Source: an optimization exercise on an open RTL-to-GDS flow (aim: small area, a short achievable clock period and few clock cycles per item). Production flows keep margins and buffers that such runs may drop.
No functional check of the RTL was part of any run shown here.

## flow/design.v (module list and top-level ports; edited modules follow where they fit)
// module barrett_mu_div: 85 lines
// module ntt_barrett_modmul: 4510 lines
// module csa_fa: 10 lines
// module csa_han: 9 lines
module ntt_barrett_modmul #(
    parameter int unsigned W   = 16,
    parameter int unsigned PW  = 16,
    parameter int unsigned LAT = ntt_barrett_modmul_pkg::PIPE_LAT
) (
    input  logic          clk,
    input  logic          reset,
    input  logic          cfg_load,
    input  logic [W-1:0]  cfg_q,
    output logic          cfg_busy,
    output logic          cfg_err,
    output logic          cfg_ready,
    input  logic          in_valid,
    output logic          in_ready,
    input  logic [W-1:0]  in_a,
    input  logic [W-1:0]  in_w,
    input  logic [PW-1:0] in_pass,
    output logic          out_valid,
    input  logic          out_ready,
    output logic [W-1:0]  out_data,
    output logic [PW-1:0] out_pass
);
  // ...
==> flow/run.sh <==
#!/bin/bash
# synth_recipe.tcl (not shown) runs the flow's synth.tcl, then flattens the netlist and writes it again
# the make line also repeats each setting of config.mk as NAME=value (left out here)
make -C /OpenROAD-flow-scripts/flow DESIGN_CONFIG=/design/flow/config.mk WORK_HOME=/design/flow/orfs CLKGATE_MAP_FILE= SYNTH_SCRIPT=/design/flow/synth_recipe.tcl finish
==> flow/config.mk <==
export PLATFORM = sky130hd
export DESIGN_NAME = ntt_barrett_modmul
export DESIGN_NICKNAME = ntt_barrett_modmul
export VERILOG_FILES = /design/flow/design.v
export SDC_FILE = /design/flow/constraint.sdc
export NUM_CORES = 4
export LEC_CHECK = 0
export CAP_MARGIN = 20
export CORE_MARGIN = 2
export CORE_UTILIZATION = 40
export SETUP_SLACK_MARGIN = 5
export SLEW_MARGIN = 20
export SYNTH_HIERARCHICAL = 1
export SYNTH_MINIMUM_KEEP_SIZE = 0
==> flow/constraint.sdc <==
create_clock -name core_clock -period 10.0 [get_ports {clk}]
set_input_delay 2.0000 -clock core_clock [delete_from_list [all_inputs] [get_ports {clk}]]
set_output_delay 2.0000 -clock core_clock [all_outputs]
set_load 0.01 [all_outputs]
==> impl_metrics.yaml, run 1 <==
floorplanning:
  initial_utilization_pct: 40.34
  num_rows: 123
  ios: 106
route:
  topRoutingLayerUsed: "met4"
  wl_met3_um: 7033
  vias: 33360
  viasPerCell: 5.294
synth:
  yosys_warnings: 8
  synthCells: 4501
worst_setup_path:
  critPathLaunch: "u_div.sh_q[1]"
  timing.rr.start: "u_div.sh_q[1]"
  crit_arrival_ps: 6180
  critPathCapture: "y_q[19]"
  cp_num_buf_inv: 9
  reg2reg_to: "y_q[19]"
  worstSetupEndpointType: "flop"
final_layout:
  clk_share_pct: 2.995
  final_cell_mix: "nand2_1 (1014), fa_1 (676), inv_1 (577)"
  seq_cell_count: 374
  nNonClkInverters: 605
  multi_input_area_share_pct: 60.21
  utilization_pct: 48.12
  largestClassByArea: "multi-input gates"
  stdcell_area_um2: 54140
global_route:
  gr-usage-met1_pct: 26.79
  antenna_found_initial: 0
  grt_max_degree: 80
  met2_usage_pct: 37.13
clock_tree:
  cts_buffers: 49
timing:
  min_period_over_period_pct: 58.19
  fin_hold_ws_ps: 413.7
  drv_slew: 0
hold_path:
  hold_depth: 0
  min_to: "p1_q[11]"
placement:
  post-dp-hpwl_um: 87380
outcome:
  status: "no timing/DRC/antenna violations"
==> run 2, diff against run 1 <==
--- a/flow/config.mk
+++ b/flow/config.mk
@@ -10,3 +10,2 @@
 export CORE_UTILIZATION = 40
-export SETUP_SLACK_MARGIN = 5
 export SLEW_MARGIN = 20
==> impl_metrics.yaml, run 2 <==
outcome:
  status: "no timing/DRC/antenna violations"
worst_setup_path:
  timing.rr.start: "u_div.sh_q[1]"
  worstPathRequired_ps: 10380
  cp_max_fo: 23
  crit_arrival_ps: 7080
  critPathCapture: "y_q[31]"
  ff2ff_setup_slack_ps: 3300
  crit_type: "flop to flop"
  reg2reg_to: "y_q[31]"
  start_kind: "flop"
  critPathLaunch: "u_div.sh_q[1]"
  r2r_cells: 17
  worstSetupEndpointType: "flop"
route:
  wl_um: 113700
  vias: 31510
  route.detailed.drc: 0
  dr.pass1.iters: 5
  first_iter_violations: 1978
  routedWlPerCell_um: 19.08
  viasPerCell: 5.286
  ant_nets: 0
floorplanning:
  initial_utilization_pct: 40.34
  num_rows: 123
  die_h_um: 340.8
  ios: 106
  design.die.area_um2: 116200
  core_um2: 112500
  die_x_um: 340.8
global_route:
  grt_pass1_vias: 33690
  grt-ovfl-total: 0
  antenna_found_initial: 0
  grt_pass1_wl_um: 184800
  grt_max_degree: 82
  grtUsageTotal_pct: 19.99
final_layout:
  stdcell_area_um2: 49110
  final_cell_mix: "nand2_1 (1040), fa_1 (786), inv_1 (603)"
  area_growth_syn_to_layout_pct: 8.233
  utilization_pct: 43.66
  reg_top3: "p_q x32, y_q x32"
  drive_above_1_share_pct: 4.685
  antenna-diode-count: 0
  final_common_cell: "nand2_1"
  nNetsFinal: 5498
timing:
  report.final.hold_viol_count: 0
  setup_viol: 0
  skew_ps: 37.34
  min_period_over_period_pct: 67.03
  fin_setup_tns_ps: 0
  worst_pin_slew_ps: 1114
  rsz0062_at_grt: "no"
  drv_slew: 0
  fmax_mhz: 149.2
  slew_headroom_pct: 25.71
  min_period_ps: 6703
placement:
  place_congestion: 0.8986
  post_dp_cell_area_um2: 47490
  port_buffers: 104
  post-dp-hpwl_um: 87460
job:
  drv_cap: 0
clock_tree:
  postCtsSetupRepairBufs: 0
  cts_buffers: 49
  ctsHoldBuffers: 0
  cts_resized: 0
  clockBufferDepth: 3
  clk_pin_slew_ps: 60
  cts_root_buf: "clkbuf_16"
  cts_tree: "yes"
  cts_sinks: 374
  cts.htree.levels: 2
  clk_latency_ps: 660
synth:
  synth_area_um2: 45380
  synthCells: 4501
  avgSynthCellArea_um2: 10.08
  yosys_warnings: 8
hold_path:
  hold_class: "flop to flop"
==> run 2: stage by stage <==
step | hold WS [ps] | setup WS, ps | std cells
3_3_place_gp | 401.1 | 3448 | 5871
6_report | 413.5 | 3297 | 5961
3_5_place_dp | 404.5 | 3411 | 5872
2_1_floorplan | 400.3 | 826.5 | 4506
5_1_grt | 421.6 | 2835 | 5961
4_1_cts | 415.3 | 3358 | 5961
==> run 2: cell type report <==
class                           count  area [um2]
Clock buffer                       57        1256
Clock inverter                     32       367.9
Fill cell                       10690       63380
Inverter                          605        2271
Multi-Input combinational cell   3251       30860
Sequential cell                   374       11150
Tap cell                         1500        1877
Timing Repair Buffer              142        1330
==> run 2: worst min-delay path by stage <==
| stage | startpoint | to | slack [ps] | depth (start not counted) |
|---|---|---|---|---|
| finish | p3_q[6] | p4_q[6] | 410 | 0 |
| global route | p0_q[13] | p1_q[13] | 420 | 0 |
| CTS | p0_q[5] | p1_q[5] | 420 | 0 |
| detailed placement | p4_q[3] | out_p_q[3] | 400 | 0 |
| global placement | p3_q[12] | p4_q[12] | 400 | 0 |
| floorplan | p4_q[0] | out_p_q[0] | 400 | 0 |
==> run 2: per-layer routing <==
metal | up-vias | GRT usage [%] | share of wire (%)
li1 | 14320 | - | -
met1 | 15890 | 25.76 | 42
met2 | 1067 | 34.51 | 49
met3 | 228 | 3.248 | 6.3
met4 | 0 | 6.122 | 2.9
met5 | - | 0 | 0
==> run 2: critical path: stages, from the launching register on <==
cell and delay (ps):
edfxtp_1 960, mux2_2 430, o21ai_0 220, mux2i_1 130, o21ai_0 390, fa_1 510
fa_1 400, fa_1 520, fa_1 440, fa_1 540, inv_1 50, ha_1 330
a21o_1 210, a2111oi_0 380, o21ai_0 240, nand3_1 210, a21oi_1 80, or3b_1 360

re-timing with driven ports:
The results above use ideal ports. As a check the final layouts listed here were re-extracted and re-timed, cells and wires unchanged.
Step 1: set_driving_cell puts a clkbuf_16 on clk and a buf_2 on each other input, an assumption about the parent block.
Step 2 adds t to the input delays and takes it off the output delays; t is the mean of the earliest and latest rising clock arrival at the registers after step 1. Input paths then give back, and output paths get back, about the clock's delay inside the block.
Three values: ideal, step 1, step 2; two values: the first two.
run | shift t [ns] | setup slack, ns | cell pins on the clock port's net
run 1 | 0.700 | 4.181 / 4.181 / 4.181 | 1
run 2 | 0.707 | 3.297 / 3.297 / 3.297 | 1
After both steps setup and hold are still met in every run listed.
